Source: an optimization exercise on an open RTL-to-GDS flow (aim: small area and a short achievable clock period). Production flows keep margins and buffers that such runs may drop.
Function was checked by simulation only, so behaviour that the tests miss may differ from the original.
The flow treats the clock pin as an ideal source, which a real chip does not have.
Power figures rest on the tool's default switching activity, not on a simulated workload.

Design risc16_dmem_resp, start of the top module:
module risc16_dmem_resp #(
    parameter int WAIT_CYCLES = 2,
    parameter int ADDR_W      = risc16_pkg::ADDR_W_DEF,
    parameter int DATA_W      = risc16_pkg::DATA_W_DEF
) (
    input  logic              clk,
    input  logic              rst,
    input  logic              req_valid,
    output logic              req_ready,
    input  logic              req_we,
    input  logic [ADDR_W-1:0] req_addr,
    input  logic [DATA_W-1:0] req_wdata,
    output logic              rsp_valid,
    input  logic              rsp_ready,
    output logic [DATA_W-1:0] rsp_rdata,
    input  logic              ld_en,
    input  logic [ADDR_W-1:0] ld_addr,
    input  logic [DATA_W-1:0] ld_data,
    output logic              busy
);
    logic        busy_q;     
    logic        busy_o;     
    logic        wait1_q;    
    logic        wait2_q;    
    logic        valid_q;    
    logic        valid_o;    
    logic        lat_we;
    logic [7:0]  ld_wr;      
    logic [7:0]  st_wr;      
    logic [7:0]  half_q;     
    logic [63:0] sel_q;      
    logic [3:0]  quarter_q;  
    logic [15:0] wdata_q;    
    logic [15:0] rsp_q;      
    logic        idle;
    logic        accept;
    logic [7:0]  a_in;
    logic [15:0] ram_rdata;
    assign idle      = !busy_q;
    assign req_ready = !busy_o && !ld_en && !rst;
    assign accept    = req_valid && idle && !ld_en;
    assign busy      = busy_o;
    assign rsp_valid = valid_o;
    assign rsp_rdata = rsp_q;
    always_ff @(posedge clk or posedge rst) begin
        if (rst) begin
            busy_q  <= 1'b0;
            busy_o  <= 1'b0;
  ...
export LEC_CHECK = 0
export CAP_MARGIN = 20
export CORE_MARGIN = 2
export CORE_UTILIZATION = 40
export CTS_BUF_LIST = sky130_fd_sc_hd__clkbuf_16
export CTS_CLUSTER_DIAMETER = 60
export CTS_CLUSTER_SIZE = 24
export SETUP_SLACK_MARGIN = 3.0
export SLEW_MARGIN = 20
export SYNTH_HIERARCHICAL = 1
create_clock -name core_clock -period 5.5 [get_ports {clk}]
run.sh (not shown) runs the stock make flow with config.mk's settings and CLKGATE_MAP_FILE= SYNTH_SCRIPT=/design/flow/synth_recipe.tcl, a recipe that flattens the netlist after the stock synthesis.
The baseline finished clean.
Edit:
- CTS_CLUSTER_SIZE: 24 -> 20
- SETUP_SLACK_MARGIN: 3.0 -> 2.85
After rerunning: Clock skew fell by 0.0050 ns; total power is lower slightly; clock-buffer cell count grows by 5; via count decreases slightly; final area fell slightly; routed wire length stays flat; cell count fell slightly; synthesized area does not change; setup slack is better by 0.039 ns.
Edit:
==> flow/flow/run.sh (new file) <==
#!/bin/bash
# Layout flow: the standard flow (standard.sh) with one change to how the layout is
# made: clock_tree_synthesis uses clkbuf_16 only, clusters of up to 20 sinks within 60 um,
# and no dummy loads. Each ORFS step writes its own log under orfs/logs; the make output
# as a whole goes to standard.log in this folder.
set -euo pipefail
export CTS_ARGS="-sink_clustering_enable -repair_clock_nets -dont_use_dummy_load -buf_list sky130_fd_sc_hd__clkbuf_16 -sink_clustering_size 20 -sink_clustering_max_diameter 60"
bash standard.sh > standard.log 2>&1
==> flow/standard.sh (new file) <==
#!/bin/bash
# synth_recipe.tcl (not shown) runs the flow's synth.tcl, then flattens the netlist and writes it again
# the make line also repeats each setting of config.mk as NAME=value (left out here)
make -C /OpenROAD-flow-scripts/flow DESIGN_CONFIG=/design/flow/config.mk WORK_HOME=/design/flow/orfs CLKGATE_MAP_FILE= SYNTH_SCRIPT=/design/flow/synth_recipe.tcl "${@:-finish}"
- CTS_BUF_LIST: sky130_fd_sc_hd__clkbuf_16 -> unset
- CTS_CLUSTER_DIAMETER: 60 -> unset
- CTS_CLUSTER_SIZE: 20 -> unset
- SETUP_SLACK_MARGIN: 2.85 -> 2.5
removed: flow/run.sh
Setup slack got worse by 0.18 ns.
Critical path depth fell by 2.
Register-to-register slack got worse by 0.14 ns.
Edit:
==> flow/run.sh (new file) <==
#!/bin/bash
# synth_recipe.tcl (not shown) runs the flow's synth.tcl, then flattens the netlist and writes it again
# the make line also repeats each setting of config.mk as NAME=value (left out here)
make -C /OpenROAD-flow-scripts/flow DESIGN_CONFIG=/design/flow/config.mk WORK_HOME=/design/flow/orfs CLKGATE_MAP_FILE= SYNTH_SCRIPT=/design/flow/synth_recipe.tcl finish
- CTS_BUF_LIST: unset -> sky130_fd_sc_hd__clkbuf_16
- CTS_CLUSTER_DIAMETER: unset -> 60
- CTS_CLUSTER_SIZE: unset -> 24
- SETUP_SLACK_MARGIN: 2.5 -> 2.85
removed: flow/flow/run.sh
removed: flow/standard.sh
After rerunning:
- The changed run produced a clean layout
- core utilization goes up by 0.32 points
- via count barely changes
- first-iteration DRC count grows by 3.3%
- wire length rises by 1.1%
- die area is unchanged
- global-route usage came out higher by 0.30 points
- synthesized cell count stays the same
- critical path depth went up by 2

[re-timing with driven ports]
No port has a modelled driver above. Below, the same layouts with a new extraction and two added sets of constraints.
Step 1, drivers: a clkbuf_16 drives clk and a buf_2 each remaining input, both assumed.
Step 2, shift: input delay + t, output delay - t, t = (earliest + latest rising clock arrival at the registers) / 2. This alone moves slack from input paths to output paths.
a / b / c = ideal / step 1 / step 2; a / b = the first two.
| run | t, ns | setup WS [ns] | pins driven straight from the clock port |
|---|---|---|---|
| the first run | 1.052 | 2.724 / 2.606 / 1.966 | 1 |
| the second run | 0.993 | 2.764 / 2.669 / 1.944 | 1 |
| the third run | 0.973 | 2.581 / 2.476 / 2.006 | 1 |
| the fourth run | 1.058 | 2.750 / 2.648 / 1.946 | 1 |
After both steps every run listed still meets setup and hold. For the second run, which loses most, drivers alone change the setup slack by -0.095 ns; drivers and shift together by -0.820 ns.
